Background: an optimization exercise with open tools, aiming at small area. Do not read the settings as production practice.
RTL that was checked went through simulation tests only; none was proved equivalent to the original.
For run 1, only the layout was checked, not whether the RTL still works.
No activity file was given, so power comes from the tool's default toggle rates.

===== flow/config.mk =====
export PLATFORM = sky130hd
export DESIGN_NAME = dp_sink_aux_responder
export DESIGN_NICKNAME = dp_sink_aux_responder
export VERILOG_FILES = /design/flow/design.v
export SDC_FILE = /design/flow/constraint.sdc
export NUM_CORES = 4
export LEC_CHECK = 0
export CAP_MARGIN = 20
export CORE_MARGIN = 2
export CORE_UTILIZATION = 60
export CTS_BUF_LIST = sky130_fd_sc_hd__clkbuf_8
export CTS_CLUSTER_DIAMETER = 60
export CTS_CLUSTER_SIZE = 20
export PLACE_DENSITY = 0.7
export SLEW_MARGIN = 20
export SYNTH_HIERARCHICAL = 1

===== flow/constraint.sdc =====
create_clock -name core_clock -period 12.0 [get_ports {clk}]
set_input_delay 2.4000 -clock core_clock [delete_from_list [all_inputs] [get_ports {clk}]]
set_output_delay 2.4000 -clock core_clock [all_outputs]
set_load 0.01 [all_outputs]

===== flow/design.v =====
module dp_sink_aux_responder #(
    parameter int         AUX_DATA_WIDTH = 8,
    parameter int         DPCD_DEPTH     = 512,
    parameter logic [7:0] MAX_LINK_RATE  = 8'h14,
    parameter logic [7:0] MAX_LANE_COUNT = 8'h04,
    parameter int         TURN_CYCLES    = 4
) (
    input  logic                      clk,
    input  logic                      rst_n,
    input  logic [AUX_DATA_WIDTH-1:0] aux_in_data,
    input  logic                      aux_start_stop,
    output logic [AUX_DATA_WIDTH-1:0] aux_out_data,
    output logic                      phy_start_stop,
    output logic [7:0]                link_bw_set,
    output logic [4:0]                lane_count_set,
    output logic [1:0]                tps_set,
    output logic                      req_dropped
);
    localparam int NR = 32;    
    localparam int RL = 8;     
    typedef enum logic [2:0] {S_IDLE, S_HDR, S_WDATA, S_RSP, S_DATA} state_t;
    logic [3:0] r_ph;
    logic       r_clr;
    state_t     r_state;
    logic [1:0] r_hcnt;      
    logic       r_hz;        
    logic [8:0] r_ptr;       
    logic [3:0] r_lenm1;     
    logic [4:0] r_idx;       
    logic       r_kerr;      
    logic       r_kmore;     
    logic       r_drop;
    logic [2:0] r_dly;       
    logic [8:0] r_ln [RL-1];  
    logic [1:0] r_mh1, r_mh2;  
    logic [7:0] r_link_bw;
    logic [4:0] r_lane_cnt;
    logic [1:0] r_tps;
    logic       w_in_rsp, w_phy, w_acc, w_rd_out;
    logic [8:0] w_lnin, w_tap;
    logic [2:0] w_lidx;
    logic       w_land;
    logic [9:0] w_end;
    logic       w_range_ok;
    logic [2:0] w_pend;
    logic [3:0] w_xl;
    logic       w_x100;
    logic [7:0] w_rv;
    assign w_end      = {1'b0, r_ptr} + {6'd0, aux_in_data[3:0]};
    assign w_range_ok = r_hz && !w_end[9];
    assign w_in_rsp   = (r_state == S_RSP) || (r_state == S_DATA);
    assign w_phy      = (r_state == S_DATA) || (r_state == S_RSP && r_hcnt == 2'd3);
    assign w_rd_out   = (r_state == S_DATA) && !r_kerr;
    assign w_acc      = (r_state == S_WDATA) && aux_start_stop && ({1'b0, r_idx} <= {2'b0, r_lenm1});
    assign w_lnin     = (r_state == S_WDATA) ? {w_acc, aux_in_data} : {1'b0, w_rv};
    assign w_lidx     = w_rd_out ? (r_ph[2:0] - r_ptr[2:0]) : (r_dly - 3'd1);
    logic [7:0] w_tsel;
    always_comb for (int j = 0; j < 8; j++) w_tsel[j] = (w_lidx == 3'(j));
    for (genvar b = 0; b < 9; b++) begin : g_tap
        logic [2:0] t;
        aux_a222oi u_t0 (.a1(w_tsel[0]), .a2(r_ln[0][b]), .b1(w_tsel[1]), .b2(r_ln[1][b]),
                         .c1(w_tsel[2]), .c2(r_ln[2][b]), .y(t[0]));
        aux_a222oi u_t1 (.a1(w_tsel[3]), .a2(r_ln[3][b]), .b1(w_tsel[4]), .b2(r_ln[4][b]),
                         .c1(w_tsel[5]), .c2(r_ln[5][b]), .y(t[1]));
        aux_a222oi u_t2 (.a1(w_tsel[6]), .a2(r_ln[6][b]), .b1(w_tsel[7]), .b2(w_lnin[b]),
                         .c1(1'b0), .c2(1'b0), .y(t[2]));
        aux_nand3 u_o (.a(t[0]), .b(t[1]), .c(t[2]), .y(w_tap[b]));
    end
    assign w_land     = w_tap[8] && !w_rd_out;
    assign w_pend     = (r_idx < {2'b0, r_dly}) ? r_idx[2:0] : r_dly;
    assign w_xl       = {1'b0, r_ptr[2:0]} + {1'b0, w_pend};
    assign w_x100     = w_xl[3] ? (r_ptr[8:3] == 6'b011111) : (r_ptr[8:3] == 6'b100000);
    always_ff @(posedge clk) begin
        if (!rst_n) begin
            r_ph  <= 4'd0;
            r_clr <= 1'b1;
        end else begin
            r_ph <= r_ph + 4'd1;
            if (r_ph[2:0] == 3'd7) r_clr <= 1'b0;
        end
    end
    always_ff @(posedge clk) begin
        if (!rst_n) begin
            r_state <= S_IDLE;
            r_hcnt  <= '0;
            r_hz    <= 1'b0;
            r_ptr   <= '0;
            r_lenm1 <= '0;
            r_idx   <= '0;
            r_kerr  <= 1'b0;
            r_kmore <= 1'b0;
            r_drop  <= 1'b0;
            r_dly   <= '0;
        end else begin
            r_drop <= aux_start_stop && w_in_rsp;
            if (w_land || w_rd_out) r_ptr <= r_ptr + 9'd1;
            case (r_state)
                S_IDLE: if (aux_start_stop) begin
                    r_state <= S_HDR;
                    r_kmore <= (aux_in_data[7:4] == 4'b1000);
                    r_kerr  <= (aux_in_data[7:4] == 4'b1001);
                    r_hz    <= (aux_in_data[3:0] == 4'd0);
                    r_hcnt  <= 2'd0;
                    r_idx   <= 5'd0;
                end
                S_HDR: begin
                    if (aux_start_stop) begin
                        case (r_hcnt)
                            2'd0: begin
                                r_hz     <= r_hz && (aux_in_data[7:1] == 7'd0);
                                r_ptr[8] <= aux_in_data[0];
                            end
                            2'd1: r_ptr[7:0] <= aux_in_data;
                            2'd2: begin
                                r_lenm1 <= aux_in_data[3:0];
                                r_kerr  <= r_kerr && w_range_ok;
                                r_dly   <= r_ptr[2:0] - r_ph[2:0] - 3'd2;
                                if (r_kmore && w_range_ok) r_state <= S_WDATA;
                            end
                            default: ;
                        endcase
                        if (r_hcnt != 2'd3) r_hcnt <= r_hcnt + 2'd1;
                    end else if (r_hcnt == 2'd3) begin
                        r_state <= S_RSP;
                        r_kerr  <= !r_kerr;
                        r_kmore <= r_kerr;
                        r_hcnt  <= 2'd0;
                    end else begin
                        r_state <= S_IDLE;
                    end
                end
                S_WDATA: begin
                    if (w_acc) r_idx <= r_idx + 5'd1;
                    if (!aux_start_stop) begin
                        r_state <= S_RSP;
                        r_kerr  <= ({1'b0, r_idx} <= {2'b0, r_lenm1});
                        r_kmore <= ({1'b0, r_idx} <= {2'b0, r_lenm1});
                        r_lenm1 <= 4'd0;
                        r_hcnt  <= 2'd0;
                    end
                end
                S_RSP: begin
                    r_hcnt <= r_hcnt + 2'd1;
                    if (r_hcnt == 2'd3) r_state <= r_kmore ? S_DATA : S_IDLE;
                end
                S_DATA: begin
                    r_lenm1 <= r_lenm1 - 4'd1;
                    if (r_lenm1 == 4'd0) r_state <= S_IDLE;
                end
                default: r_state <= S_IDLE;
            endcase
        end
    end
    always_ff @(posedge clk) begin
        r_ln[0][7:0] <= w_lnin[7:0];
        for (int j = 1; j < RL - 1; j++) r_ln[j][7:0] <= r_ln[j-1][7:0];
        if (!rst_n) begin
            for (int j = 0; j < RL - 1; j++) r_ln[j][8] <= 1'b0;
            r_mh1 <= 2'd0;
            r_mh2 <= 2'd0;
        end else begin
            r_ln[0][8] <= w_lnin[8];
            for (int j = 1; j < RL - 1; j++) r_ln[j][8] <= r_ln[j-1][8];
            r_mh1 <= (!w_acc || !w_x100) ? 2'd0 :
                     (w_xl[2:0] == 3'd0) ? 2'd1 :
                     (w_xl[2:0] == 3'd1) ? 2'd2 :
                     (w_xl[2:0] == 3'd2) ? 2'd3 : 2'd0;
            r_mh2 <= r_mh1;
        end
    end
    logic [7:0] w_wdat;
    logic [7:0] w_s7 [NR];
    logic [NR-1:0] w_nwr, w_p;
    logic [7:0]    w_wh;       
    logic [3:0]    w_wl;       
    logic          w_nclr;
    always_comb begin
        for (int i = 0; i < 8; i++) w_wh[i] = w_land && r_ptr[8] && (r_ptr[7:5] == 3'(i));
        for (int j = 0; j < 4; j++) w_wl[j] = (r_ptr[4:3] == 2'(j));
    end
    assign w_nclr = !r_clr;
    assign w_wdat = w_tap[7:0] ^ {8{!r_ph[3]}};
    for (genvar r = 0; r < NR; r++) begin : g_ring
        logic [7:0] s [RL];
        logic [7:0] in0;
        aux_nand2 u_nwr (.a(w_wh[r/4]), .b(w_wl[r%4]), .y(w_nwr[r]));
        aux_nand2 u_p   (.a(w_nwr[r]), .b(w_nclr), .y(w_p[r]));
        for (genvar b = 0; b < 8; b++) begin : g_bit
            aux_o22ai u_in (.a1(w_p[r]), .a2(s[RL-1][b]), .b1(w_nwr[r]), .b2(w_wdat[b]), .y(in0[b]));
        end
        assign w_s7[r] = s[RL-1];
        always_ff @(posedge clk) begin
            s[0] <= in0;
            for (int i = 1; i < RL; i++) s[i] <= s[i-1];
        end
    end
    logic [2:0] w_p7;
    logic [8:0] w_n, w_x;
    logic [7:0] w_rom;
    logic [NR-1:0] w_sel;      
    logic       w_rinv;        
    assign w_p7 = r_ph[2:0] + 3'd1;
    assign w_n  = (r_state == S_HDR && r_hcnt == 2'd1) ? {r_ptr[8], aux_in_data} : r_ptr;
    assign w_x  = {w_n[8:3] + {5'd0, (w_p7 < w_n[2:0])}, w_p7};
    assign w_rinv = w_x[8] && !r_clr && !r_ph[3];
    logic [7:0] w_rhn;
    logic [3:0] w_rln;
    always_comb begin
        for (int i = 0; i < 8; i++) w_rhn[i] = !(w_x[8] && !r_clr && (w_x[7:5] == 3'(i)));
        for (int j = 0; j < 4; j++) w_rln[j] = !(w_x[4:3] == 2'(j));
    end
    for (genvar r = 0; r < NR; r++) begin : g_rsel
        aux_nor2 u_s (.a(w_rhn[r/4]), .b(w_rln[r%4]), .y(w_sel[r]));
    end
    always_comb begin
        case (w_x[7:0])
            8'h00:   w_rom = 8'h12;
            8'h01:   w_rom = MAX_LINK_RATE;
            8'h02:   w_rom = MAX_LANE_COUNT;
            default: w_rom = 8'h00;
        endcase
        if (w_x[8]) w_rom = 8'h00;
    end
    for (genvar b = 0; b < 8; b++) begin : g_rbit
        logic [NR-1:0] src;
        logic [10:0]   grp;
        for (genvar r = 0; r < NR; r++) begin : g_src
            assign src[r] = w_s7[r][b];
        end
        for (genvar g = 0; g < 10; g++) begin : g_aoi
            aux_a222oi u_g (.a1(w_sel[3*g]),   .a2(src[3*g]),
                            .b1(w_sel[3*g+1]), .b2(src[3*g+1]),
                            .c1(w_sel[3*g+2]), .c2(src[3*g+2]), .y(grp[g]));
        end
        aux_a222oi u_g10 (.a1(w_sel[30]), .a2(src[30]), .b1(w_sel[31]), .b2(src[31]), .c1(1'b0), .c2(1'b0), .y(grp[10]));
        assign w_rv[b] = (!(&grp) ^ w_rinv) || w_rom[b];
    end
    always_comb begin
        phy_start_stop = w_phy;
        aux_out_data   = '0;
        if (r_state == S_RSP && r_hcnt == 2'd3) aux_out_data = r_kerr ? 8'h10 : 8'h00;
        else if (r_state == S_DATA)            aux_out_data = r_kerr ? {3'b000, r_idx} : w_tap[7:0];
    end
    always_ff @(posedge clk) begin
        if (!rst_n) begin
            r_link_bw  <= '0;
            r_lane_cnt <= '0;
            r_tps      <= '0;
        end else begin
            if (r_mh2 == 2'd1) r_link_bw  <= r_ln[1][7:0];
            if (r_mh2 == 2'd2) r_lane_cnt <= r_ln[1][4:0];
            if (r_mh2 == 2'd3) r_tps      <= r_ln[1][1:0];
        end
    end
    assign link_bw_set    = r_link_bw;
    assign lane_count_set = r_lane_cnt;
    assign tps_set        = r_tps;
    assign req_dropped    = r_drop;
endmodule
module aux_o22ai (
    input  logic a1, a2, b1, b2,
    output logic y
);
    assign y = !((a1 | a2) & (b1 | b2));
endmodule
module aux_a222oi (
    input  logic a1, a2, b1, b2, c1, c2,
    output logic y
);
    assign y = !((a1 & a2) | (b1 & b2) | (c1 & c2));
endmodule
module aux_nand2 (
    input  logic a, b,
    output logic y
);
    assign y = !(a & b);
endmodule
module aux_nand3 (
    input  logic a, b, c,
    output logic y
);
    assign y = !(a & b & c);
endmodule
module aux_nor2 (
    input  logic a, b,
    output logic y
);
    assign y = !(a | b);
endmodule

===== flow/run.sh =====
#!/bin/bash
# synth_recipe.tcl (not shown) runs the flow's synth.tcl, then flattens the netlist and writes it again
# the make line also repeats each setting of config.mk as NAME=value (left out here)
make -C /OpenROAD-flow-scripts/flow DESIGN_CONFIG=/design/flow/config.mk WORK_HOME=/design/flow/orfs CLKGATE_MAP_FILE= SYNTH_SCRIPT=/design/flow/synth_recipe.tcl finish

==> summary.md, run 1 <==
| Metric | Value |
|---|---|
| CP required | 9.60 ns |
| Count of synthesis-stage warnings from yosys | 75 |
| Max Cap Violations | 0 |
| Most frequent cells in the layout | 2165 x dfxtp_1, 257 x o22ai_1, 141 x clkbuf_8 |
| H-tree levels | 4 |
| Worst slew pin tran | 1.14 ns |
| DR pass1 iterations | 7 |
| Crit path max-delay family | simple AND/OR/NAND/NOR gates |
| Worst-skew pair later-pin latency | 0.83 ns |
| Synth-to-Final Area Change | 8.24% |
| Crit end category | output pin |
| Achievable frequency | 0.0888 GHz |
| Drt via density | 5.30 |
| FF/Latch Area | 43300 µm² |
| WL per Instance | 22.3 µm |
| Flop2flop setup slack | 3.47 ns |
| Multi-input gate area | 6600 µm² |
| Total global-route track usage | 23.4% |
| Boundary pin count | 36 |
| Top_reg_cell synth | dfxtp_1 |
| Synthesized area per cell | 15.7 µm² |
| Initial core utilization | 60.8% |
| Commonest non-fill, non-tap cell in the layout | dfxtp_1 |
| Die Area | 85600 µm² |
| Die Wd | 293 µm |
| Clock-pin slew on the worst setup and hold paths | 0.11 ns |
| Gr busiest metal | met2 |
| Share of cells above drive strength 1 | 6.55% |
| WL final | 99700 µm |
| Hpwl dp | 66500 µm |
| Grt met2 use | 36.2% |
| Routed via count | 23600 |
| Global route overflow | 0 |
| Cts hold-fix bufs | 0 |
| Min-delay worst type | flip-flop to flip-flop |
| First DRT Iteration DRCs | 2277 |
| Clk root buf | clkbuf_8 |
| Dpl cells | 4292 |
| CTS Buf Count | 133 |
| Vias in the first global route | 23400 |
| CP cell instances | clkdlybuf4s50_1 > mux2i_1 > ha_1 > a21o_1 > a21oi_1 > ha_1 > ha_1 > nand3_1 > xor2_1 > mux2i_1 > nor3b_2 > nand3_1 > nor2_1 > a222oi_1 > nand4_1 > nor3_1 > xor2_2 > o211ai_2 > a222oi_1 > nand3_1 > a22o_1 > clkdlybuf4s50_1 |
| Fin crit share | 93.9% |
| Final core utilization | 65.8% |
| Pwr Density | 204 nW/µm² |
| Max incr delay on CP | 0.68 ns |
| Distinct cells, synth | 70 |
| CP max FO | 8 |
| Fin area | 54100 µm² |
| # setup viols final | 0 |
| Area after DPL | 51900 µm² |
| GR Util met1 | 33.3% |
| Layout fillers | 5753 |
| Die height | 293 µm |
| Netlist Area Pre-Place | 50000 µm² |
| Clk sinks | 2165 |
| Non-filler cells, final | 4461 |
| Largest net degree at the start of global routing | 39 |
| # DRC | 0 |
| RSZ-0062 raised after global routing | no |
| Total Neg Setup Slack | 0 ns |
| Fraction of registers with async set/reset | 0% |
| Static leakage | 21.0 nW |
| First-pass GRT wire length | 147000 µm |
| Clock skew | 0.0557 ns |
| EDFF count, synth | 0 |
| Slew headroom | 23.5% |
| Buffers added on ports | 35 |
| Final Max Slew Viols | 0 |
| Nets@finish | 3405 |
| Total power | 0.0110 W |
| Max stage delay cell, worst path | clkdlybuf4s50_1 |
| Rows | 105 |
| Seq cells post-synth | 2165 |
| Maximum VDD drop | 143 µV |
| Critical path class | input port to output pin |
| Final Hold Fails | 0 |
| Post-CTS resize count | 0 |
| GPL Wtd Cong | 0.872 |
| Critical path launch point type | input port |
| Initial antenna violation count | 2 |
| Register area share after synthesis | 86.7% |
| Status | no timing/DRC/antenna violations |
| Crit path DAT | 8.87 ns |
| Sum of buffers and inverters on the critical path | 2 |
| Cell count after synthesis | 3175 |
| Setup Fix Bufs, Post-CTS | 0 |
| Min cycle time layout | 11.27 ns |
| Remaining antenna violation count | 0 |
| Grt met3 use | 4.07% |
| CTS tree | yes |
| Clk buf depth | 3 |
| Core ar. | 82200 µm² |
flip-flops by register name, summed over array words and instances, names as in the netlist:
register    flops
g_ring.s     2048
r_ln           63
r_ptr           9
r_link_bw       8
r_idx           5
r_lane_cnt      5
r_lenm1         4
r_ph            4
r_dly           3
r_state         3
r_hcnt          2
r_mh1           2
r_mh2           2
r_tps           2
r_clr           1
r_drop          1
r_hz            1
r_kerr          1
r_kmore         1
kinds of logic (layout without fill, tap and decap cells):
logic type / Yosys count / in the layout / share of synthesized area, %
AO/OA/AOI/OAI: 479 / 479 / 6.92
AND/OR/NAND/NOR: 353 / 353 / 3.35
multiplexers: 33 / 33 / 0.696
adder cells (fa/ha/maj): 37 / 37 / 0.956
XOR/XNOR: 42 / 42 / 0.766
buffers and inverters: 65 / 247 / 0.598
flip-flops: 2165 / 2165 / 86.7
other: 1 / 35 / 0.00750
per-module statistics from Yosys, one instance, submodules excluded:
module                 cells inside  flops+latches
aux_nand3                         1              0
aux_nor2                          1              0
dp_sink_aux_responder          2699           2165
aux_a222oi                        1              0
aux_nand2                         1              0
aux_o22ai                         1              0
synth_stat cells, types with 4 or more instances:
master    count  share of area, %
nand3_1      37              0.37
a21oi_1      31              0.31
mux2i_1      25              0.50
o21ai_0      22              0.22
buf_2         7             0.070
nand2b_1     12              0.15
dfxtp_1    2165                87
buf_6         4             0.090
nor3_1       27              0.27
a21o_1        5             0.075
inv_1        29              0.22
nor2_1      103              0.77
o21ai_1       7             0.070
a31oi_1       7             0.088
clkbuf_1     21              0.16
ha_1         35              0.88
and3_1        5             0.063
a222oi_1    115               2.3
nor2b_1       4             0.050
xor2_1       15              0.26
xnor2_1      25              0.44
and2_1       15              0.19
a211oi_1      4             0.060
nand2_1     105              0.79
o22ai_1     257               3.2
nand4_1      20              0.25
or2_2         4             0.050
mux2_2        6              0.14
where the power goes:
part | internal, W | switching (W) | total (W)
clock | 0.00113 | 0.00205 | 0.00317
combinational | 0.000134 | 0.000321 | 0.000454
sequential | 0.00731 | 0.0000922 | 0.00741
per-stage QoR:
stage	setup WS, ns	hold WS (ns)
6_report	0.733	0.288
5_1_grt	0.418	0.295
4_1_cts	0.819	0.287
3_5_place_dp	0.845	0.312
3_3_place_gp	0.891	0.310
2_1_floorplan	3.30	0.310
final timing paths:
path                                     end  cells after the start                 startpoint
setup reg to reg  g_ring[18].s[0][2]$_DFF_P_                     23    r_state[0]$_SDFFE_PN0P_
hold / removal     g_ring[3].s[6][7]$_DFF_P_                      0  g_ring[3].s[5][7]$_DFF_P_
hold reg to reg    g_ring[3].s[6][7]$_DFF_P_                      0  g_ring[3].s[5][7]$_DFF_P_
setup / recovery             aux_out_data[4]                     22             aux_in_data[1]
area by class of cell:
class	count	area share, %
clock buffers	141	3.59
repair buffers	50	0.893
clock inverters	27	0.546
inverters	29	0.201
multi-input cells	978	12.2
diodes	1	0.00462
well taps	1070	2.47
flip-flops and latches	2165	80.1
per-layer routing:
metal | wire [µm] | up-vias
met4 | 3180 | 0
met5 | 0 | -
li1 | - | 11200
met1 | 46700 | 11500
met3 | 5190 | 186
met2 | 44700 | 679
==> inputs of run 2 (changes only) <==
--- a/flow/design.v
+++ b/flow/design.v
@@ -32,3 +32,3 @@
     logic       r_drop;
-    logic [2:0] r_dly;       
+    logic [2:0] r_tix;       
     logic [8:0] r_ln [RL-1];  
@@ -38,5 +38,4 @@
     logic [1:0] r_tps;
-    logic       w_in_rsp, w_phy, w_acc, w_rd_out;
+    logic       w_in_rsp, w_phy, w_acc, w_rd_out, w_early;
     logic [8:0] w_lnin, w_tap;
-    logic [2:0] w_lidx;
     logic       w_land;
@@ -44,3 +43,3 @@
     logic       w_range_ok;
-    logic [2:0] w_pend;
+    logic [3:0] w_pend;
     logic [3:0] w_xl;
@@ -55,5 +54,4 @@
     assign w_lnin     = (r_state == S_WDATA) ? {w_acc, aux_in_data} : {1'b0, w_rv};
-    assign w_lidx     = w_rd_out ? (r_ph[2:0] - r_ptr[2:0]) : (r_dly - 3'd1);
     logic [7:0] w_tsel;
-    always_comb for (int j = 0; j < 8; j++) w_tsel[j] = (w_lidx == 3'(j));
+    always_comb for (int j = 0; j < 8; j++) w_tsel[j] = (r_tix == 3'(j));
     for (genvar b = 0; b < 9; b++) begin : g_tap
@@ -68,5 +66,6 @@
     end
-    assign w_land     = w_tap[8] && !w_rd_out;
-    assign w_pend     = (r_idx < {2'b0, r_dly}) ? r_idx[2:0] : r_dly;
-    assign w_xl       = {1'b0, r_ptr[2:0]} + {1'b0, w_pend};
+    assign w_land     = w_tap[8];
+    assign w_early    = ({1'b0, r_idx} <= {2'b0, r_tix});
+    assign w_pend     = (r_tix == 3'd7) ? 4'd0 : w_early ? {1'b0, r_idx[2:0]} : ({1'b0, r_tix} + 4'd1);
+    assign w_xl       = {1'b0, r_ptr[2:0]} + w_pend;
     assign w_x100     = w_xl[3] ? (r_ptr[8:3] == 6'b011111) : (r_ptr[8:3] == 6'b100000);
@@ -92,3 +91,3 @@
             r_drop  <= 1'b0;
-            r_dly   <= '0;
+            r_tix   <= '0;
         end else begin
@@ -116,3 +115,3 @@
                                 r_kerr  <= r_kerr && w_range_ok;
-                                r_dly   <= r_ptr[2:0] - r_ph[2:0] - 3'd2;
+                                r_tix   <= r_ptr[2:0] - r_ph[2:0] - 3'd3;
                                 if (r_kmore && w_range_ok) r_state <= S_WDATA;
@@ -127,2 +126,3 @@
                         r_hcnt  <= 2'd0;
+                        r_tix   <= r_ph[2:0] + 3'd5 - r_ptr[2:0];
                     end else begin
==> summary.md, run 2 <==
| Metric | Value |
|---|---|
| Total Neg Setup Slack | 0 ns (unchanged) |
| Flop2flop setup slack | 3.95 ns (was 3.47 ns) |
| Top_reg_cell synth | dfxtp_1 (unchanged) |
| Fin crit share | 93.0% (was 93.9%) |
| Dpl cells | 4303 (was 4292) |
| Status | no timing/DRC/antenna violations (unchanged) |
| Crit path DAT | 8.76 ns (was 8.87 ns) |
| CP cell instances | clkdlybuf4s50_1 > a21oi_1 > ha_1 > o21ai_0 > nand2b_1 > a21oi_1 > ha_1 > nand2_1 > o211a_1 > o41ai_2 > nor2b_1 > nand3_1 > nor2_1 > a222oi_1 > nand3_1 > nor3_1 > xor2_1 > o21ai_1 > a222oi_1 > nand3_1 > mux2i_1 > nor2_1 > clkdlybuf4s50_1 (was clkdlybuf4s50_1 > mux2i_1 > ha_1 > a21o_1 > a21oi_1 > ha_1 > ha_1 > nand3_1 > xor2_1 > mux2i_1 > nor3b_2 > nand3_1 > nor2_1 > a222oi_1 > nand4_1 > nor3_1 > xor2_2 > o211ai_2 > a222oi_1 > nand3_1 > a22o_1 > clkdlybuf4s50_1) |
| Clk root buf | clkbuf_8 (unchanged) |
| RSZ-0062 raised after global routing | no (unchanged) |
| Worst-skew pair later-pin latency | 0.82 ns (was 0.83 ns) |
| Critical path class | input port to output pin (unchanged) |
| Rows | 105 (unchanged) |
| # setup viols final | 0 (unchanged) |
| Static leakage | 21.0 nW (about the same) |
| CP most frequent cell | nand3_1 |
| Sum of buffers and inverters on the critical path | 2 (unchanged) |
| Worst slew pin tran | 1.15 ns (was 1.14 ns) |
| Worst hold start | g_ring[8].s[3][6]$_DFF_P_ (was g_ring[3].s[5][7]$_DFF_P_) |
| Core ar. | 82200 µm² (unchanged) |
| Most numerous cell in the Yosys netlist | dfxtp_1 (unchanged) |
| Count of synthesis-stage warnings from yosys | 75 (unchanged) |
| Share of cells above drive strength 1 | 6.01% (was 6.55%) |
| Clk buf depth | 3 (unchanged) |
| Max stage delay cell, worst path | clkdlybuf4s50_1 (unchanged) |
| Max incr delay on CP | 0.63 ns (was 0.68 ns) |
| Netlist Area Pre-Place | 49900 µm² (was 50000 µm²) |
| Pint | 0.00847 W (was 0.00857 W) |
| DR pass1 iterations | 10 (was 7) |
| CTS Buf Count | 132 (was 133) |
| Drt via density | 5.35 (was 5.30) |
| Switching part of the total | 21.4% (was 22.3%) |
| Nets@finish | 3422 (was 3405) |
| Die Area | 85600 µm² (about the same) |
| Non-filler cells, final | 4466 (was 4461) |
| Most flops, register | g_ring.s (unchanged) |
| Critical path launch point type | input port (unchanged) |
| Clock-pin slew on the worst setup and hold paths | 0.11 ns (about the same) |
| Distinct cells, synth | 66 (was 70) |
| Register area share after synthesis | 86.8% (was 86.7%) |
| Setup Fix Bufs, Post-CTS | 0 (unchanged) |
| Worst r2r path cells | 24 (was 23) |
| Initial core utilization | 60.7% (was 60.8%) |
| Buffers added on ports | 35 (unchanged) |
| CTS tree | yes (unchanged) |
| Global route overflow | 0 (unchanged) |
| Die Wd | 293 µm (about the same) |
| H-tree levels | 4 (unchanged) |
| Largest register FFs | 2048 (unchanged) |
| Max Cap Violations | 0 (unchanged) |
| Vias in the first global route | 23200 (was 23400) |
| CP max FO | 8 (unchanged) |
| Cts hold-fix bufs | 0 (unchanged) |
| WL per Instance | 22.5 µm (was 22.3 µm) |
| Final Max Slew Viols | 0 (unchanged) |
| Slew headroom | 23.1% (was 23.5%) |
| Gate power share | 2.6% (was 4.1%) |
| WL final | 100000 µm (was 99700 µm) |
| Crit end category | output pin (unchanged) |
| Achievable frequency | 0.0896 GHz (was 0.0888 GHz) |
| Maximum VDD drop | 139 µV (was 143 µV) |
| Total global-route track usage | 23.4% (about the same) |
| Min-Delay Endpoint | g_ring[8].s[4][6]$_DFF_P_ (was g_ring[3].s[6][7]$_DFF_P_) |
| Synth top area share | 86.8% (was 86.7%) |
| Min-delay worst type | flip-flop to flip-flop (unchanged) |
| Post-CTS resize count | 0 (unchanged) |
| Pwr Density | 199 nW/µm² (was 204 nW/µm²) |
| Hpwl dp | 66500 µm (about the same) |
| Boundary pin count | 36 (unchanged) |
| R2R Path Start | r_state[0]$_SDFFE_PN0P_ (unchanged) |
| GPL Wtd Cong | 0.908 (was 0.872) |
| Synthesized area per cell | 15.7 µm² (about the same) |
| Clock skew | 0.0367 ns (was 0.0557 ns) |
| Largest net degree at the start of global routing | 41 (was 39) |
| # DRC | 0 (unchanged) |
| First DRT Iteration DRCs | 2375 (was 2277) |
| Commonest non-fill, non-tap cell in the layout | dfxtp_1 (unchanged) |
| WHS Path Cells | 0 (unchanged) |
| Top Registers | g_ring.s x2048, r_ln x63, r_ptr x9 (unchanged) |
| Min cycle time layout | 11.16 ns (was 11.27 ns) |
| Routed via count | 23900 (was 23600) |
| Initial antenna violation count | 3 (was 2) |
| Seq pwr share | 68.0% (was 67.1%) |
| Seq cells post-synth | 2165 (unchanged) |
| Crit path max-delay family | simple AND/OR/NAND/NOR gates (unchanged) |
| First-pass GRT wire length | 147000 µm (about the same) |
| Most frequent cells in the layout | 2165 x dfxtp_1, 257 x o22ai_1, 135 x clkbuf_8 (was 2165 x dfxtp_1, 257 x o22ai_1, 141 x clkbuf_8) |
| Remaining antenna violation count | 0 (unchanged) |
| Clock Power Share | 29.4% (was 28.8%) |
| Fraction of registers with async set/reset | 0% (unchanged) |
| Final Hold Fails | 0 (unchanged) |
| Total power | 0.0108 W (was 0.0110 W) |
| Psw | 0.00231 W (was 0.00246 W) |
| Commonest cells post-synth | 2165 x dfxtp_1, 257 x o22ai_1, 115 x a222oi_1, 115 x nand2_1, 107 x nor2_1 (was 2165 x dfxtp_1, 257 x o22ai_1, 115 x a222oi_1) |
| RR Endpoint | g_ring[4].s[0][2]$_DFF_P_ (was g_ring[18].s[0][2]$_DFF_P_) |
| EDFF count, synth | 0 (unchanged) |
| Layout fillers | 5659 (was 5753) |
| CP required | 9.60 ns (about the same) |
| Yosys top cell by area | dfxtp_1 (unchanged) |
| Cell count after synthesis | 3181 (was 3175) |
| Die height | 293 µm (about the same) |
| Synth top area cells | dfxtp_1 87%, o22ai_1 3.2%, a222oi_1 2.3% (unchanged) |
| Synth-to-Final Area Change | 8.35% (was 8.24%) |
| Clk sinks | 2165 (unchanged) |
-- run 2: changes by cell type after synthesis, moves of 6 or more --
cell,before,now
ha_1,35,42
nand2_1,105,115
a211oi_1,4,16
xnor2_1,25,18
nor3_1,27,16
inv_1,29,23
xor2_1,15,21
-- run 2: area by class of cell --
cell class                 count  area (µm²)  share of cell area (%)
timing repair buffer          52         498                   0.920
multi-input combinational    993        6640                    12.3
sequential                  2165       43300                    80.1
tap                         1070        1340                    2.47
antenna                        1        2.50                 0.00462
clock inverter                26         338                   0.624
clock buffer                 135        1860                    3.43
inverter                      24        90.1                   0.166
-- run 2: through the flow --
| stage | utilization [%] | setup slack (ns) | instance area (µm²) | hold WS [ns] |
|---|---|---|---|---|
| after CTS | 65.8 | 0.920 | 54100 | 0.317 |
| after detailed placement | 63.1 | 0.949 | 51900 | 0.312 |
| after global routing | 65.8 | 0.482 | 54100 | 0.316 |
| final | 65.8 | 0.840 | 54100 | 0.312 |
| after global placement | 63.1 | 1.04 | 51900 | 0.309 |
| after floorplan | - | 3.56 | 50100 | 0.310 |
-- run 2: worst max path at each step --
stage	from	to	slack, ns	cells past startpoint
after floorplan	aux_in_data[0]	aux_out_data[1]	3.56	21
after global placement	aux_in_data[1]	aux_out_data[0]	1.04	23
after detailed placement	aux_in_data[1]	aux_out_data[0]	0.95	23
after CTS	aux_in_data[1]	aux_out_data[0]	0.92	23
after global routing	aux_in_data[1]	aux_out_data[0]	0.48	23
final	aux_in_data[1]	aux_out_data[3]	0.84	23
-- run 2: per-module statistics from Yosys (local to each module, per instance) --
module / flops+latches / copies in the design
dp_sink_aux_responder: 2165 / 1
aux_a222oi: 0 / 115
aux_nor2: 0 / 32
aux_o22ai: 0 / 256
aux_nand3: 0 / 9
aux_nand2: 0 / 64
-- run 2: metal layers --
metal  part of all wire [%]  up-vias  track usage (%)
li1                       -    11300                -
met1                     47    11600             33.3
met2                     45      806             36.4
met3                    5.5      194             3.72
met4                    3.2        0             8.63
met5                      0        -                0
-- run 2: power by group through the flow --
stage | Combinational, W | Clock [W] | Sequential (W)
detailed placement | 0.000274 | 0 | 0.00749
floorplan | 0.000139 | 0 | 0.00746
global placement | 0.000269 | 0 | 0.00749
finish | 0.000279 | 0.00317 | 0.00733
global route | 0.000288 | 0.00349 | 0.00734
CTS | 0.000275 | 0.00324 | 0.00733
-- run 2: cells by family after synthesis --
logic type | after synthesis | share of synthesized area (%)
other cells | 1 | 0.00751
simple gates | 374 | 3.57
fa+ha+maj | 43 | 1.09
mux | 25 | 0.504
flops | 2165 | 86.8
xor+xnor | 39 | 0.684
compound gates | 478 | 6.91
buf+inv | 56 | 0.448
==> inputs of run 3 (changes only) <==
==> flow/flow/run.sh (new file) <==
#!/bin/bash
set -euo pipefail
cd "$(dirname "$0")/.."
bash standard.sh \
  "CTS_ARGS=-sink_clustering_enable -repair_clock_nets -buf_list sky130_fd_sc_hd__clkbuf_8 -sink_clustering_size 20 -sink_clustering_max_diameter 60 -dont_use_dummy_load" \
  "BUFFER_PORTS_ARGS=-buffer_cell sky130_fd_sc_hd__buf_1" \
  finish > standard.log 2>&1
test -f out/final.def
==> flow/standard.sh (new file) <==
#!/bin/bash
# synth_recipe.tcl (not shown) runs the flow's synth.tcl, then flattens the netlist and writes it again
# the make line also repeats each setting of config.mk as NAME=value (left out here)
make -C /OpenROAD-flow-scripts/flow DESIGN_CONFIG=/design/flow/config.mk WORK_HOME=/design/flow/orfs CLKGATE_MAP_FILE= SYNTH_SCRIPT=/design/flow/synth_recipe.tcl "${@:-finish}"
--- a/flow/config.mk
+++ b/flow/config.mk
@@ -7,10 +7,7 @@
 export LEC_CHECK = 0
-export CAP_MARGIN = 20
+export CAP_MARGIN = 0
 export CORE_MARGIN = 2
 export CORE_UTILIZATION = 60
-export CTS_BUF_LIST = sky130_fd_sc_hd__clkbuf_8
-export CTS_CLUSTER_DIAMETER = 60
-export CTS_CLUSTER_SIZE = 20
 export PLACE_DENSITY = 0.7
-export SLEW_MARGIN = 20
+export SLEW_MARGIN = 0
 export SYNTH_HIERARCHICAL = 1
removed: flow/run.sh
==> summary.md, run 3 <==
| Metric | Value |
|---|---|
| Commonest cells post-synth | 2165 x dfxtp_1, 257 x o22ai_1, 115 x a222oi_1, 115 x nand2_1, 107 x nor2_1 (unchanged) |
| Critical path class | input port to output pin (unchanged) |
| Worst-skew pair later-pin latency | 0.83 ns (was 0.82 ns) |
| Final Max Slew Viols | 0 (unchanged) |
| Rows | 105 (unchanged) |
| Status | no timing/DRC/antenna violations (unchanged) |
| Most flops, register | g_ring.s (unchanged) |
| R2R Path Start | r_state[0]$_SDFFE_PN0P_ (unchanged) |
| GPL Wtd Cong | 0.946 (was 0.908) |
| Hpwl dp | 66400 µm (was 66500 µm) |
| RSZ-0062 raised after global routing | no (unchanged) |
| Initial core utilization | 60.7% (unchanged) |
| Seq pwr share | 69.6% (was 68.0%) |
| First-pass GRT wire length | 147000 µm (about the same) |
| Core ar. | 82200 µm² (unchanged) |
| Max incr delay on CP | 0.60 ns (was 0.63 ns) |
| Synth top area cells | dfxtp_1 87%, o22ai_1 3.2%, a222oi_1 2.3% (unchanged) |
| Vias in the first global route | 23300 (was 23200) |
| Most numerous cell in the Yosys netlist | dfxtp_1 (unchanged) |
| Pint | 0.00834 W (was 0.00847 W) |
| Final core utilization | 65.0% (was 65.8%) |
| Synth top area share | 86.8% (unchanged) |
| Die Wd | 293 µm (unchanged) |
| Seq cells post-synth | 2165 (unchanged) |
| Worst slew pin tran | 1.21 ns (was 1.15 ns) |
| WHS Path Cells | 0 (unchanged) |
| H-tree levels | 4 (unchanged) |
| RR Endpoint | g_ring[2].s[0][2]$_DFF_P_ (was g_ring[4].s[0][2]$_DFF_P_) |
| Synth-to-Final Area Change | 7.02% (was 8.35%) |
| Slew headroom | 18.9% (was 23.1%) |
| EDFF count, synth | 0 (unchanged) |
| Drt via density | 5.39 (was 5.35) |
| CTS tree | yes (unchanged) |
| Worst r2r path cells | 24 (unchanged) |
| Setup Fix Bufs, Post-CTS | 0 (unchanged) |
| Nets@finish | 3420 (was 3422) |
| First DRT Iteration DRCs | 2223 (was 2375) |
| Top_reg_cell synth | dfxtp_1 (unchanged) |
| # DRC | 0 (unchanged) |
| Share of cells above drive strength 1 | 5.17% (was 6.01%) |
| Yosys top cell by area | dfxtp_1 (unchanged) |
| Synthesized area per cell | 15.7 µm² (unchanged) |
| Crit path max-delay family | compound AO/OA/AOI/OAI gates (was simple AND/OR/NAND/NOR gates) |
| CP cell instances | buf_1 > a21oi_1 > ha_1 > o21ai_0 > nand2b_1 > a21oi_1 > ha_1 > nand2_1 > o211a_1 > o41ai_2 > nor2b_1 > nand3_1 > nor2_1 > a222oi_1 > nand4_1 > nor3_1 > xor2_1 > o221ai_1 > a222oi_1 > nand3_1 > mux2i_1 > nor2_1 > buf_1 (was clkdlybuf4s50_1 > a21oi_1 > ha_1 > o21ai_0 > nand2b_1 > a21oi_1 > ha_1 > nand2_1 > o211a_1 > o41ai_2 > nor2b_1 > nand3_1 > nor2_1 > a222oi_1 > nand3_1 > nor3_1 > xor2_1 > o21ai_1 > a222oi_1 > nand3_1 > mux2i_1 > nor2_1 > clkdlybuf4s50_1) |
| Remaining antenna violation count | 0 (unchanged) |
| Crit end category | output pin (unchanged) |
| Clk root buf | clkbuf_8 (unchanged) |
| CP required | 9.60 ns (about the same) |
| Psw | 0.00219 W (was 0.00231 W) |
| Max stage delay cell, worst path | o41ai_2 (was clkdlybuf4s50_1) |
| Largest register FFs | 2048 (unchanged) |
| Min cycle time layout | 10.48 ns (was 11.16 ns) |
| Die Area | 85600 µm² (unchanged) |
| Register area share after synthesis | 86.8% (unchanged) |
| Clock skew | 0.130 ns (was 0.0367 ns) |
| Final Hold Fails | 0 (unchanged) |
| Cts hold-fix bufs | 0 (unchanged) |
| Maximum VDD drop | 133 µV (was 139 µV) |
| Routed via count | 23900 (about the same) |
| Total Neg Setup Slack | 0 ns (unchanged) |
| Min-delay worst type | flip-flop to flip-flop (unchanged) |
| Cell count after synthesis | 3181 (unchanged) |
| Flop2flop setup slack | 3.88 ns (was 3.95 ns) |
| Crit path DAT | 8.08 ns (was 8.76 ns) |
| Commonest non-fill, non-tap cell in the layout | dfxtp_1 (unchanged) |
| Count of synthesis-stage warnings from yosys | 75 (unchanged) |
| Netlist Area Pre-Place | 49900 µm² (unchanged) |
| Max Cap Violations | 0 (unchanged) |
| Pwr Density | 197 nW/µm² (was 199 nW/µm²) |
| Achievable frequency | 0.0954 GHz (was 0.0896 GHz) |
| Gate power share | 2.6% (about the same) |
| Worst hold start | g_ring[18].s[4][1]$_DFF_P_ (was g_ring[8].s[3][6]$_DFF_P_) |
| Clock Power Share | 27.8% (was 29.4%) |
| # setup viols final | 0 (unchanged) |
| DR pass1 iterations | 9 (was 10) |
| Clk sinks | 2165 (unchanged) |
| Largest net degree at the start of global routing | 34 (was 41) |
| Total global-route track usage | 23.3% (was 23.4%) |
| Fin crit share | 87.4% (was 93.0%) |
| CP max FO | 8 (unchanged) |
| Boundary pin count | 36 (unchanged) |
| Crit path depth | 23 (unchanged) |
| Static leakage | 20.7 nW (was 21.0 nW) |
| CTS Buf Count | 132 (unchanged) |
| Clock-pin slew on the worst setup and hold paths | 0.11 ns (about the same) |
| Buffers added on ports | 35 (unchanged) |
| Switching part of the total | 20.8% (was 21.4%) |
| Fraction of registers with async set/reset | 0% (unchanged) |
| Initial antenna violation count | 1 (was 3) |
| Min-Delay Endpoint | g_ring[18].s[5][1]$_DFF_P_ (was g_ring[8].s[4][6]$_DFF_P_) |
| Clk buf depth | 3 (unchanged) |
| Top Registers | g_ring.s x2048, r_ln x63, r_ptr x9 (unchanged) |
| Most frequent cells in the layout | 2165 x dfxtp_1, 257 x o22ai_1, 132 x clkbuf_8 (was 2165 x dfxtp_1, 257 x o22ai_1, 135 x clkbuf_8) |
| WL final | 100000 µm (about the same) |
| WL per Instance | 22.6 µm (was 22.5 µm) |
| Global route overflow | 0 (unchanged) |
| Critical path launch point type | input port (unchanged) |
| Distinct cells, synth | 66 (unchanged) |
| Post-CTS resize count | 0 (unchanged) |
| Die height | 293 µm (unchanged) |
| Sum of buffers and inverters on the critical path | 2 (unchanged) |
==> run 3: changes by cell type in the layout (fill, tap and decap cells not counted), moves of 3 or more <==
| cell | before | now |
|---|---|---|
| clkbuf_8 | 135 | 132 |
| inv_6 | 9 | 0 |
| clkdlybuf4s50_1 | 35 | 0 |
| buf_1 | 0 | 35 |
| clkinv_8 | 8 | 0 |
==> run 3: how the worst max path moves through the flow <==
stage	from	end	slack, ns
floorplan	aux_in_data[0]	aux_out_data[1]	3.56
global placement	aux_in_data[1]	aux_out_data[3]	1.81
detailed placement	aux_in_data[1]	aux_out_data[3]	1.68
CTS	aux_in_data[1]	aux_out_data[2]	1.63
global route	aux_in_data[1]	aux_out_data[3]	1.08
finish	aux_in_data[1]	aux_out_data[2]	1.52
==> run 3: layer usage <==
layer  vias to the layer above  global-route usage (%)  part of all wire, %
met4                         0                    9.73                  3.9
met2                       762                    36.3                   45
met5                         -                       0                    0
met3                       218                    4.58                  5.8
li1                      11300                       -                    -
met1                     11700                    32.2                   46
==> run 3: modules after synthesis, one instance, submodules excluded <==
module / flops+latches / cell area, µm²
aux_o22ai: 0 / 6.26
aux_a222oi: 0 / 10.0
aux_nand3: 0 / 5.00
dp_sink_aux_responder: 2165 / 46800
aux_nand2: 0 / 3.75
aux_nor2: 0 / 3.75
==> run 3: worst register-to-register path, cell delays in order (launching register included) <==
cell,delay (ns)
dfxtp_1,0.70
and4bb_1,0.67
nor2_1,0.08
a21oi_1,0.16
ha_1,0.25
o21ai_0,0.07
nand2b_1,0.07
a21oi_1,0.19
ha_1,0.23
nand2_1,0.13
o211a_1,0.29
o41ai_2,0.60
nor2b_1,0.21
nand3_1,0.33
nor2_1,0.21
a222oi_1,0.48
nand4_1,0.19
nor3_1,0.52
xor2_1,0.21
o221ai_1,0.17
a222oi_1,0.32
nand3_1,0.29
xnor2_4,0.87
buf_4,0.55
o22ai_1,0.18
==> run 3: power groups by stage <==
stage,clock [W],combinational (W),sequential (W)
floorplan,0,0.000139,0.00746
finish,0.00293,0.000274,0.00733
global route,0.00326,0.000282,0.00734
detailed placement,0,0.000267,0.00749
CTS,0.00300,0.000268,0.00733
global placement,0,0.000265,0.00749
==> run 3: cell type report <==
| cell class | count | area [µm²] |
|---|---|---|
| antenna | 1 | 2.50 |
| multi-input combinational | 993 | 6620 |
| inverter | 24 | 90.1 |
| fill | 5810 | 28800 |
| sequential | 2165 | 43300 |
| tap | 1070 | 1340 |
| clock buffer | 132 | 1820 |
| timing repair buffer | 50 | 244 |
==> run 3: cell families after synthesis <==
family / after synthesis / synth area share (%)
flip-flops: 2165 / 86.8
AO/OA/AOI/OAI: 478 / 6.91
AND/OR/NAND/NOR: 374 / 3.57
buffers and inverters: 56 / 0.448
adder cells (fa/ha/maj): 43 / 1.09
XOR/XNOR: 39 / 0.684
multiplexers: 25 / 0.504
other: 1 / 0.00751
==> run 3: metrics by stage <==
stage / power [W] / area, µm² / worst slack [ns] / hold slack [ns] / std cells
after floorplan: 0.00760 / 50100 / 3.56 / 0.310 / 3214
after global placement: 0.00775 / 51600 / 1.81 / 0.309 / 4302
after detailed placement: 0.00776 / 51600 / 1.68 / 0.312 / 4302
after CTS: 0.0106 / 53400 / 1.63 / 0.253 / 4434
after global routing: 0.0109 / 53400 / 1.08 / 0.253 / 4435
final: 0.0105 / 53400 / 1.52 / 0.265 / 4435

==> separate check: timing with driven ports <==
The results above use ideal ports. As a check the final layouts listed here were re-extracted and re-timed, cells and wires unchanged.
Step 1, drivers: a clkbuf_16 drives clk and a buf_2 each remaining input, both assumed.
Step 2, shift: input delay + t, output delay - t, t = (earliest + latest rising clock arrival at the registers) / 2. This alone moves slack from input paths to output paths.
Slacks: no drivers / after step 1 / after step 2; pairs: no drivers / after step 1.
run	t (ns)	setup slack, ns	hold slack, ns	worst setup path after step 2	worst data-port slew with drivers (ns)
run 1	0.863	0.733 / 0.698 / 0.698	0.288 / 0.288 / 0.288	input to output	0.04
run 2	0.859	0.840 / 0.808 / 0.808	0.312 / 0.312 / 0.312	input to output	0.05
run 3	0.826	1.516 / 1.489 / 1.489	0.265 / 0.265 / 0.265	input to output	0.04
After both steps every run listed still meets setup and hold. For run 1, which loses most, drivers alone change the setup slack by -0.035 ns; drivers and shift together by -0.035 ns.
